This is an optimization exercise on Yosys and OpenROAD, whose aim is small area, a short achievable clock period and few clock cycles per item, not a production implementation. The RTL was checked by simulation tests, not by an equivalence proof against the original design. Power is estimated from default activity; no workload was simulated.

==> inputs of quartz <==
==> flow/design.v <==
`timescale 1ns / 1ps
`default_nettype none
package kfct_pkg;
  localparam int ENTRIES     = 64;
  localparam int COUNT_WIDTH = 16;
  localparam int KEY_WIDTH   = 32;
  localparam int IDX_W       = (ENTRIES > 1) ? $clog2(ENTRIES) : 1;
  localparam int OP_W        = 3;
  localparam int IN_KEY_W    = 32;
  localparam int RES_W       = 17;
  typedef enum logic [OP_W-1:0] {
    OP_INC    = 3'd0,
    OP_DEC    = 3'd1,
    OP_EJECT  = 3'd2,
    OP_CLEAR  = 3'd3,
    OP_SEARCH = 3'd4,
    OP_MAX    = 3'd5
  } kfct_op_t;
  typedef enum logic [2:0] {
    ST_IDLE,
    ST_SCAN,
    ST_DRAIN,
    ST_UPDATE,
    ST_RESP
  } kfct_state_t;
  typedef struct packed {
    logic load;       
    logic scan_rd;    
    logic commit;     
    logic out_load;   
  } kfct_cmd_t;
  typedef struct packed {
    logic scan_last;  
    logic out_free;   
  } kfct_sts_t;
endpackage
`default_nettype wire
`timescale 1ns / 1ps
`default_nettype none
module key_frequency_count_table (
  input  wire logic               clk,
  input  wire logic               rst_n,
  input  wire logic               in_valid,
  output logic                    in_ready,
  input  wire logic [2:0]         in_op,
  input  wire logic [31:0]        in_key,
  output logic                    out_valid,
  input  wire logic               out_ready,
  output logic signed [16:0]      out_count,
  output logic                    out_found,
  output logic                    out_status
);
  localparam int N  = kfct_pkg::ENTRIES;
  localparam int KW = kfct_pkg::KEY_WIDTH;
  localparam int CW = kfct_pkg::COUNT_WIDTH;
  localparam int RW = kfct_pkg::RES_W;
  localparam int QD = 5;                  
  localparam int D  = QD + 1;             
  localparam logic [RW-1:0] NONE = '1;
  logic [KW-1:0] key_mem [N];
  logic [CW-1:0] cnt_mem [N];
  logic [N-1:0]  valid_r;
  logic       in_rdy_r;
  logic [2:0] outst_r;                    
  logic       blk_r;                      
  logic       big_r;                      
  logic       out_valid_r;
  logic       scan_last;
  wire acc = in_valid & in_rdy_r;
  wire pop = out_valid_r & out_ready;
  logic [2:0] outst_nxt;
  logic       blk_nxt;
  always_comb begin
    outst_nxt = outst_r + {2'b0, acc} - {2'b0, pop};
    blk_nxt   = blk_r ? !scan_last : (acc && in_op == kfct_pkg::OP_MAX && big_r);
  end
  always_ff @(posedge clk) begin
    if (!rst_n) begin
      outst_r  <= '0;
      blk_r    <= 1'b0;
      in_rdy_r <= 1'b1;
    end else begin
      outst_r  <= outst_nxt;
      blk_r    <= blk_nxt;
      in_rdy_r <= (outst_nxt < 3'(D)) && !blk_nxt;
    end
  end
  assign in_ready = in_rdy_r;
  logic          a_v, a_slow;
  logic [2:0]    a_op;
  logic [KW-1:0] a_key;
  always_ff @(posedge clk) begin
    a_op  <= in_op;
    a_key <= in_key;
    a_v   <= rst_n && acc;
    a_slow <= (in_op == kfct_pkg::OP_MAX) && big_r;
  end
  logic          b_v, b_slow, b_eqp;
  logic [2:0]    b_op;
  logic [KW-1:0] b_key;
  logic [N-1:0]  b_match;
  logic [N-1:0]  ins_oh;                  
  logic [N-1:0]  cmp;
  logic          eqkc;
  logic          hold;                    
  logic          scan_r;
  always_comb begin
    for (int j = 0; j < N; j++) cmp[j] = (key_mem[j] == a_key);
    eqkc = (a_key == b_key);
  end
  always_ff @(posedge clk) begin
    if (!rst_n) begin
      b_v    <= 1'b0;
      scan_r <= 1'b0;
    end else begin
      b_v    <= hold ? b_v : a_v;
      scan_r <= hold;
    end
  end
  always_ff @(posedge clk) begin
    b_key <= a_key;
    b_eqp <= eqkc;
    if (!hold) begin
      b_op   <= a_op;
      b_slow <= a_slow;
    end
    for (int j = 0; j < N; j++) begin
      if (hold) b_match[j] <= scan_r ? ((j == 0) ? 1'b0 : b_match[j-1]) : (j == 0);
      else      b_match[j] <= ins_oh[j] ? eqkc : cmp[j];
    end
  end
  logic          c_v, c_slow, c_hit, c_ins, c_any, c_wcnt, c_clrp, c_wpv;
  logic          c_a3, c_a2;
  logic [2:0]    c_op;
  logic [CW-1:0] c_cnt;
  logic [3:0]    c_wp;
  logic [N-1:0]  c_oh;
  logic [N-1:0]  hit_oh, free_oh, wr_oh, we_oh;
  logic          hit, full, ins, b_inc, b_dec, b_ej, b_max;
  logic [CW-1:0] c_rd;
  logic [N-1:0]  pre;                     
  logic [CW-1:0] w;                       
  logic [N-1:0]  al0, al1, al2;
  logic          an3, an2;
  assign hit_oh = b_match & valid_r;
  assign hit    = |hit_oh;
  assign full   = &valid_r;
  assign b_inc  = (b_op == kfct_pkg::OP_INC);
  assign b_dec  = (b_op == kfct_pkg::OP_DEC);
  assign b_ej   = (b_op == kfct_pkg::OP_EJECT);
  assign b_max  = (b_op == kfct_pkg::OP_MAX);
  assign ins    = b_v && b_inc && !hit && !full;
  always_comb begin
    logic [N-1:0] p;
    p = ~valid_r;
    for (int s = 1; s < N; s = s * 2) p = p | (p << s);
    pre     = p << 1;
    free_oh = ~valid_r & ~pre;
  end
  assign ins_oh = ins ? free_oh : '0;
  assign wr_oh  = ((b_inc || b_dec) ? hit_oh : '0) | ins_oh;
  always_comb begin
    c_rd = '0;
    for (int j = 0; j < N; j++) c_rd = c_rd | (hit_oh[j] ? cnt_mem[j] : '0);
  end
  assign we_oh = c_wcnt ? c_oh : '0;
  always_comb begin
    al0 = valid_r & ~we_oh;
    an3 = 1'b0;
    for (int j = 0; j < N; j++) an3 = an3 | (al0[j] & cnt_mem[j][3]);
    for (int j = 0; j < N; j++) al1[j] = al0[j] & (cnt_mem[j][3] | !an3);
    an2 = 1'b0;
    for (int j = 0; j < N; j++) an2 = an2 | (al1[j] & cnt_mem[j][2]);
    for (int j = 0; j < N; j++) al2[j] = al1[j] & (cnt_mem[j][2] | !an2);
  end
  wire c2_clr = c_v && c_op == kfct_pkg::OP_CLEAR;
  wire fwd    = b_eqp && c_wcnt;
  always_ff @(posedge clk) begin
    if (!rst_n) begin
      c_v    <= 1'b0;
      c_wcnt <= 1'b0;
    end else begin
      c_v    <= b_v && !hold;
      c_wcnt <= b_v && !hold && (((b_inc || b_dec) && hit) || ins);
    end
  end
  always_ff @(posedge clk) begin
    c_op   <= b_op;
    c_slow <= b_slow;
    c_hit  <= hit;
    c_ins  <= ins;
    c_any  <= |valid_r;
    c_cnt  <= c2_clr ? '0 : (fwd ? w : c_rd);
    c_oh   <= b_max ? al2 : wr_oh;
    c_a3   <= an3;
    c_a2   <= an2;
    c_clrp <= c2_clr;
    c_wpv  <= c_wcnt;
    c_wp   <= w[3:0];
  end
  always_ff @(posedge clk) begin
    for (int j = 0; j < N; j++) begin
      if (ins_oh[j]) key_mem[j] <= b_key;
    end
  end
  always_ff @(posedge clk) begin
    if (!rst_n) begin
      valid_r <= '0;
    end else begin
      for (int j = 0; j < N; j++) begin
        if (ins_oh[j]) valid_r[j] <= 1'b1;
        else if (b_v && b_ej && hit_oh[j]) valid_r[j] <= 1'b0;
      end
    end
  end
  assign scan_last = scan_r && b_match[N-1];
  assign hold      = b_v && b_slow && !scan_last;
  logic [CW-1:0] sacc;
  always_ff @(posedge clk) begin
    if (scan_r) sacc <= b_match[0] ? '0 : ((c_cnt > sacc) ? c_cnt : sacc);
  end
  logic [CW-1:0] w_inc, w_dec;
  logic [N-1:0]  al3;
  logic          an1, an0;
  logic [3:0]    eng, mx4;
  logic [CW-1:0] smax;
  logic [RW-1:0] r_cnt;
  logic          r_found, r_status;
  assign w_inc = (c_cnt == '1) ? c_cnt : c_cnt + 1'b1;
  assign w_dec = (c_cnt == '0) ? c_cnt : c_cnt - 1'b1;
  assign w     = (c_op == kfct_pkg::OP_INC) ? w_inc : w_dec;
  always_ff @(posedge clk) begin
    for (int j = 0; j < N; j++) begin
      if (c2_clr) cnt_mem[j] <= '0;
      else if (we_oh[j]) cnt_mem[j] <= w;
    end
  end
  always_ff @(posedge clk) begin
    if (!rst_n) big_r <= 1'b0;
    else if (c2_clr) big_r <= 1'b0;
    else if (c_wcnt && (w[CW-1:4] != '0 || w[3:2] == 2'b11)) big_r <= 1'b1;
  end
  always_comb begin
    an1 = 1'b0;
    for (int j = 0; j < N; j++) an1 = an1 | (c_oh[j] & cnt_mem[j][1]);
    for (int j = 0; j < N; j++) al3[j] = c_oh[j] & (cnt_mem[j][1] | !an1);
    an0 = 1'b0;
    for (int j = 0; j < N; j++) an0 = an0 | (al3[j] & cnt_mem[j][0]);
    eng = {c_a3, c_a2, an1, an0};
    mx4 = c_clrp ? 4'd0 : ((c_wpv && c_wp > eng) ? c_wp : eng);
    smax = (c_cnt > sacc) ? c_cnt : sacc;
  end
  always_comb begin
    r_cnt    = NONE;
    r_found  = 1'b0;
    r_status = 1'b0;
    unique case (c_op)
      kfct_pkg::OP_INC: begin
        if (c_hit || c_ins) r_cnt = {1'b0, w};
        else r_status = 1'b1;
        r_found = c_hit;
      end
      kfct_pkg::OP_DEC: begin
        if (c_hit) r_cnt = {1'b0, w};
        r_found = c_hit;
      end
      kfct_pkg::OP_EJECT, kfct_pkg::OP_SEARCH: begin
        if (c_hit) r_cnt = {1'b0, c_cnt};
        r_found = c_hit;
      end
      kfct_pkg::OP_CLEAR: begin
        if (c_any) r_cnt = '0;
      end
      kfct_pkg::OP_MAX: begin
        if (c_any) r_cnt = c_slow ? {1'b0, smax} : {13'b0, mx4};
      end
      default: ;
    endcase
  end
  logic [RW+1:0] q_mem [QD];
  logic [2:0]    q_wp, q_rp, q_n;
  logic [RW+1:0] o_r;
  wire  [RW+1:0] r_pk   = {r_cnt, r_found, r_status};
  wire           o_free = !out_valid_r || out_ready;
  wire           q_ne   = (q_n != '0);
  wire           q_push = c_v && (!o_free || q_ne);
  wire           q_pop  = o_free && q_ne;
  always_ff @(posedge clk) begin
    if (!rst_n) begin
      out_valid_r <= 1'b0;
      q_wp        <= '0;
      q_rp        <= '0;
      q_n         <= '0;
    end else begin
      if (o_free) out_valid_r <= q_ne || c_v;
      if (q_push) q_wp <= (q_wp == 3'(QD - 1)) ? '0 : q_wp + 1'b1;
      if (q_pop)  q_rp <= (q_rp == 3'(QD - 1)) ? '0 : q_rp + 1'b1;
      q_n <= q_n + {2'b0, q_push} - {2'b0, q_pop};
    end
  end
  always_ff @(posedge clk) begin
    if (q_push) q_mem[q_wp] <= r_pk;
    if (o_free) o_r <= q_ne ? q_mem[q_rp] : r_pk;
  end
  assign out_valid  = out_valid_r;
  assign out_count  = $signed(o_r[RW+1:2]);
  assign out_found  = o_r[1];
  assign out_status = o_r[0];
endmodule
`default_nettype wire
==> flow/run.sh <==
#!/bin/bash
# synth_recipe.tcl (not shown) runs the flow's synth.tcl, then flattens the netlist and writes it again
# the make line also repeats each setting of config.mk as NAME=value (left out here)
make -C /OpenROAD-flow-scripts/flow DESIGN_CONFIG=/design/flow/config.mk WORK_HOME=/design/flow/orfs CLKGATE_MAP_FILE= SYNTH_SCRIPT=/design/flow/synth_recipe.tcl finish
==> flow/config.mk <==
export PLATFORM = sky130hd
export DESIGN_NAME = key_frequency_count_table
export DESIGN_NICKNAME = key_frequency_count_table
export VERILOG_FILES = /design/flow/design.v
export SDC_FILE = /design/flow/constraint.sdc
export NUM_CORES = 4
export LEC_CHECK = 0
export CAP_MARGIN = 20
export CORE_MARGIN = 2
export CORE_UTILIZATION = 40
export SLEW_MARGIN = 20
==> flow/constraint.sdc <==
create_clock -name core_clock -period 6.0 [get_ports {clk}]
set_input_delay 1.2000 -clock core_clock [delete_from_list [all_inputs] [get_ports {clk}]]
set_output_delay 1.2000 -clock core_clock [all_outputs]
set_load 0.01 [all_outputs]
==> lagoon (differences from quartz) <==
--- a/flow/design.v
+++ b/flow/design.v
@@ -54,7 +54,7 @@
   localparam int KW = kfct_pkg::KEY_WIDTH;
   localparam int CW = kfct_pkg::COUNT_WIDTH;
   localparam int RW = kfct_pkg::RES_W;
-  localparam int QD = 5;                  
+  localparam int QD = 3;                  
   localparam int D  = QD + 1;             
   localparam logic [RW-1:0] NONE = '1;
   logic [KW-1:0] key_mem [N];
@@ -86,20 +86,15 @@
     end
   end
   assign in_ready = in_rdy_r;
-  logic          a_v, a_slow;
-  logic [2:0]    a_op;
-  logic [KW-1:0] a_key;
-  always_ff @(posedge clk) begin
-    a_op  <= in_op;
-    a_key <= in_key;
-    a_v   <= rst_n && acc;
-    a_slow <= (in_op == kfct_pkg::OP_MAX) && big_r;
-  end
+  wire          a_v    = acc;
+  wire          a_slow = (in_op == kfct_pkg::OP_MAX) && big_r;
+  wire [2:0]    a_op   = in_op;
+  wire [KW-1:0] a_key  = in_key;
   logic          b_v, b_slow, b_eqp;
   logic [2:0]    b_op;
   logic [KW-1:0] b_key;
   logic [N-1:0]  b_match;
-  logic [N-1:0]  ins_oh;                  
+  logic [N-1:0]  c_insw;                  
   logic [N-1:0]  cmp;
   logic          eqkc;
   logic          hold;                    
@@ -113,7 +108,7 @@
       b_v    <= 1'b0;
       scan_r <= 1'b0;
     end else begin
-      b_v    <= hold ? b_v : a_v;
+      b_v    <= hold ? b_v : (rst_n && a_v);
       scan_r <= hold;
     end
   end
@@ -126,25 +121,28 @@
     end
     for (int j = 0; j < N; j++) begin
       if (hold) b_match[j] <= scan_r ? ((j == 0) ? 1'b0 : b_match[j-1]) : (j == 0);
-      else      b_match[j] <= ins_oh[j] ? eqkc : cmp[j];
+      else      b_match[j] <= cmp[j];
     end
   end
-  logic          c_v, c_slow, c_hit, c_ins, c_any, c_wcnt, c_clrp, c_wpv;
+  logic          c_v, c_slow, c_hit, c_ins, c_any, c_wcnt, c_hitw, c_clrp, c_wpv;
+  logic [3:0]    c_wp;
   logic          c_a3, c_a2;
   logic [2:0]    c_op;
+  logic          c_inc;
   logic [CW-1:0] c_cnt;
-  logic [3:0]    c_wp;
   logic [N-1:0]  c_oh;
-  logic [N-1:0]  hit_oh, free_oh, wr_oh, we_oh;
+  logic [N-1:0]  hit_oh, free_oh, we_oh, veff;
   logic          hit, full, ins, b_inc, b_dec, b_ej, b_max;
   logic [CW-1:0] c_rd;
   logic [N-1:0]  pre;                     
   logic [CW-1:0] w;                       
-  logic [N-1:0]  al0, al1, al2;
-  logic          an3, an2;
-  assign hit_oh = b_match & valid_r;
+  logic [N-1:0]  al0, al2;
+  logic          an3, an2, x11, x01;
+  assign c_insw = c_ins ? c_oh : '0;
+  assign veff   = valid_r | c_insw;
+  assign hit_oh = ((b_match & ~c_insw) | (b_eqp ? c_insw : '0)) & veff;
   assign hit    = |hit_oh;
-  assign full   = &valid_r;
+  assign full   = &veff;
   assign b_inc  = (b_op == kfct_pkg::OP_INC);
   assign b_dec  = (b_op == kfct_pkg::OP_DEC);
   assign b_ej   = (b_op == kfct_pkg::OP_EJECT);
@@ -152,26 +150,29 @@
   assign ins    = b_v && b_inc && !hit && !full;
   always_comb begin
     logic [N-1:0] p;
-    p = ~valid_r;
+    p = ~veff;
     for (int s = 1; s < N; s = s * 2) p = p | (p << s);
     pre     = p << 1;
-    free_oh = ~valid_r & ~pre;
+    free_oh = ~veff & ~pre;
   end
-  assign ins_oh = ins ? free_oh : '0;
-  assign wr_oh  = ((b_inc || b_dec) ? hit_oh : '0) | ins_oh;
   always_comb begin
     c_rd = '0;
     for (int j = 0; j < N; j++) c_rd = c_rd | (hit_oh[j] ? cnt_mem[j] : '0);
   end
-  assign we_oh = c_wcnt ? c_oh : '0;
   always_comb begin
-    al0 = valid_r & ~we_oh;
+    for (int j = 0; j < N; j++) we_oh[j] = c_oh[j] & (valid_r[j] ? c_hitw : c_ins);
+    al0 = veff & ~we_oh;
     an3 = 1'b0;
-    for (int j = 0; j < N; j++) an3 = an3 | (al0[j] & cnt_mem[j][3]);
-    for (int j = 0; j < N; j++) al1[j] = al0[j] & (cnt_mem[j][3] | !an3);
-    an2 = 1'b0;
-    for (int j = 0; j < N; j++) an2 = an2 | (al1[j] & cnt_mem[j][2]);
-    for (int j = 0; j < N; j++) al2[j] = al1[j] & (cnt_mem[j][2] | !an2);
+    x11 = 1'b0;
+    x01 = 1'b0;
+    for (int j = 0; j < N; j++) begin
+      an3 = an3 | (al0[j] & cnt_mem[j][3]);
+      x11 = x11 | (al0[j] & cnt_mem[j][3] & cnt_mem[j][2]);
+      x01 = x01 | (al0[j] & cnt_mem[j][2]);
+    end
+    an2 = an3 ? x11 : x01;
+    for (int j = 0; j < N; j++)
+      al2[j] = al0[j] & (cnt_mem[j][3] == an3) & (cnt_mem[j][2] == an2);
   end
   wire c2_clr = c_v && c_op == kfct_pkg::OP_CLEAR;
   wire fwd    = b_eqp && c_wcnt;
@@ -179,28 +180,32 @@
     if (!rst_n) begin
       c_v    <= 1'b0;
       c_wcnt <= 1'b0;
+      c_hitw <= 1'b0;
+      c_ins  <= 1'b0;
     end else begin
       c_v    <= b_v && !hold;
       c_wcnt <= b_v && !hold && (((b_inc || b_dec) && hit) || ins);
-    end
+      c_hitw <= b_v && !hold && (b_inc || b_dec) && hit;
+      c_ins  <= ins;
+      end
   end
   always_ff @(posedge clk) begin
     c_op   <= b_op;
+    c_inc  <= b_inc;
     c_slow <= b_slow;
     c_hit  <= hit;
-    c_ins  <= ins;
-    c_any  <= |valid_r;
+    c_any  <= |veff;
     c_cnt  <= c2_clr ? '0 : (fwd ? w : c_rd);
-    c_oh   <= b_max ? al2 : wr_oh;
+    c_oh   <= b_max ? al2 : (hit_oh | free_oh);
     c_a3   <= an3;
     c_a2   <= an2;
-    c_clrp <= c2_clr;
     c_wpv  <= c_wcnt;
     c_wp   <= w[3:0];
+    c_clrp <= c2_clr;
   end
   always_ff @(posedge clk) begin
     for (int j = 0; j < N; j++) begin
-      if (ins_oh[j]) key_mem[j] <= b_key;
+      if (!veff[j]) key_mem[j] <= b_key;
     end
   end
   always_ff @(posedge clk) begin
@@ -208,31 +213,38 @@
       valid_r <= '0;
     end else begin
       for (int j = 0; j < N; j++) begin
-        if (ins_oh[j]) valid_r[j] <= 1'b1;
-        else if (b_v && b_ej && hit_oh[j]) valid_r[j] <= 1'b0;
+        valid_r[j] <= (valid_r[j] | c_insw[j]) && !(b_v && b_ej && hit_oh[j]);
       end
     end
   end
   assign scan_last = scan_r && b_match[N-1];
-  assign hold      = b_v && b_slow && !scan_last;
+  logic hold_r;
+  always_ff @(posedge clk) begin
+    if (!rst_n) hold_r <= 1'b0;
+    else        hold_r <= hold ? !(scan_r && b_match[N-2]) : (a_v && a_slow);
+  end
+  assign hold = hold_r;
   logic [CW-1:0] sacc;
   always_ff @(posedge clk) begin
     if (scan_r) sacc <= b_match[0] ? '0 : ((c_cnt > sacc) ? c_cnt : sacc);
   end
-  logic [CW-1:0] w_inc, w_dec;
-  logic [N-1:0]  al3;
-  logic          an1, an0;
+  logic          an1, x1a, x1b, an0;
   logic [3:0]    eng, mx4;
   logic [CW-1:0] smax;
   logic [RW-1:0] r_cnt;
   logic          r_found, r_status;
-  assign w_inc = (c_cnt == '1) ? c_cnt : c_cnt + 1'b1;
-  assign w_dec = (c_cnt == '0) ? c_cnt : c_cnt - 1'b1;
-  assign w     = (c_op == kfct_pkg::OP_INC) ? w_inc : w_dec;
+  always_comb begin
+    logic [CW-1:0] u;
+    logic [CW:0]   cy;
+    u     = c_inc ? c_cnt : ~c_cnt;
+    cy[0] = 1'b1;
+    for (int k = 0; k < CW; k++) cy[k+1] = &(u | ~((CW'(1) << (k + 1)) - CW'(1)));
+    for (int k = 0; k < CW; k++) w[k] = c_cnt[k] ^ (cy[k] & !cy[CW]);
+  end
+  wire [CW-1:0] cnt_wd = c2_clr ? '0 : w;
   always_ff @(posedge clk) begin
     for (int j = 0; j < N; j++) begin
-      if (c2_clr) cnt_mem[j] <= '0;
-      else if (we_oh[j]) cnt_mem[j] <= w;
+      if (c2_clr || we_oh[j]) cnt_mem[j] <= cnt_wd;
     end
   end
   always_ff @(posedge clk) begin
@@ -242,10 +254,14 @@
   end
   always_comb begin
     an1 = 1'b0;
-    for (int j = 0; j < N; j++) an1 = an1 | (c_oh[j] & cnt_mem[j][1]);
-    for (int j = 0; j < N; j++) al3[j] = c_oh[j] & (cnt_mem[j][1] | !an1);
-    an0 = 1'b0;
-    for (int j = 0; j < N; j++) an0 = an0 | (al3[j] & cnt_mem[j][0]);
+    x1a = 1'b0;
+    x1b = 1'b0;
+    for (int j = 0; j < N; j++) begin
+      an1 = an1 | (c_oh[j] & cnt_mem[j][1]);
+      x1a = x1a | (c_oh[j] & cnt_mem[j][1] & cnt_mem[j][0]);
+      x1b = x1b | (c_oh[j] & cnt_mem[j][0]);
+    end
+    an0 = an1 ? x1a : x1b;
     eng = {c_a3, c_a2, an1, an0};
     mx4 = c_clrp ? 4'd0 : ((c_wpv && c_wp > eng) ? c_wp : eng);
     smax = (c_cnt > sacc) ? c_cnt : sacc;
@@ -280,9 +296,9 @@
   logic [RW+1:0] q_mem [QD];
   logic [2:0]    q_wp, q_rp, q_n;
   logic [RW+1:0] o_r;
-  wire  [RW+1:0] r_pk   = {r_cnt, r_found, r_status};
   wire           o_free = !out_valid_r || out_ready;
   wire           q_ne   = (q_n != '0);
+  wire  [RW+1:0] r_pk   = {r_cnt, r_found, r_status};
   wire           q_push = c_v && (!o_free || q_ne);
   wire           q_pop  = o_free && q_ne;
   always_ff @(posedge clk) begin
--- a/flow/config.mk
+++ b/flow/config.mk
@@ -7,5 +7,10 @@
 export LEC_CHECK = 0
 export CAP_MARGIN = 20
 export CORE_MARGIN = 2
-export CORE_UTILIZATION = 40
+export CORE_UTILIZATION = 50
+export CTS_CLUSTER_DIAMETER = 100
+export CTS_CLUSTER_SIZE = 25
+export PLACE_DENSITY = 0.6
+export SETUP_SLACK_MARGIN = 2.1
 export SLEW_MARGIN = 20
+export TNS_END_PERCENT = 5
==> notes.md <==
Status: quartz timing/DRC/antenna clean; lagoon timing/DRC/antenna clean
Net switching power figure: quartz 12290 uW; lagoon 11220 uW
Cell at the slowest stage of the critical path: quartz or4_2; lagoon a21boi_1
Final estimated routing congestion in global placement: quartz 1.118; lagoon 1.148
Post-layout instance area: quartz 0.1703 sq mm; lagoon 0.1597 sq mm
Clock edge transition at the registers on the reported setup and hold paths: quartz 0.06 ns; lagoon 0.10 ns
Worst R2R Start: quartz valid_r[27]$_SDFFE_PN0P_; lagoon c_hitw$_SDFF_PN0_
Sequential area share after synthesis: quartz 61.92%; lagoon 70.60%
Clock net power: quartz 23200 uW; lagoon 13600 uW
Met3 layer wire length in the routed design: quartz 89.80 mm; lagoon 103.6 mm
Number of inserted filler cells in the final layout: quartz 34068; lagoon 22547
Post-route clock skew: quartz 0.08918 ns; lagoon 0.07036 ns
Total of clock buffers placed in the layout: quartz 479; lagoon 272
Filler-free cell count of the finished design: quartz 18315; lagoon 13787
Buffers, non-clock: quartz 659; lagoon 754
Hold EP: quartz b_op[2]$_DFFE_PN_; lagoon c_slow$_DFF_P_
Clock share of power: quartz 44.6%; lagoon 29.9%
Post-Route Utilization: quartz 45.83%; lagoon 56.15%
Antenna violations before repair: quartz 95; lagoon 96
Testbench counts of quartz, summed over its fixed seeds: cycles 16,032, items 16,000.
Testbench counts of lagoon, summed over its fixed seeds: cycles 16,024, items 16,000.

-- re-timing with driven ports --
The flow's constraints put no driver on any port. The routed layouts listed below were extracted and timed again, unchanged, in two steps.
Step 1 assumes that a clkbuf_16 drives the clock port and a buf_2 every other input.
Step 2 also shifts input and output timing later by t, the mid clock arrival at the registers, as if the neighbouring blocks saw the same clock.
a / b / c = ideal ports / drivers / drivers and shift; a / b = the first two.
run | t (ns) | setup WS [ns] | hold slack, ns | worst register clock-pin slew, ns
quartz | 1.088 | 0.922 / 0.922 / 0.922 | 0.401 / 0.401 / 0.401 | 0.07 / 0.07
lagoon | 1.039 | 1.549 / 1.549 / 1.549 | 0.362 / 0.362 / 0.362 | 0.11 / 0.11
After both steps setup and hold are still met in every run listed.
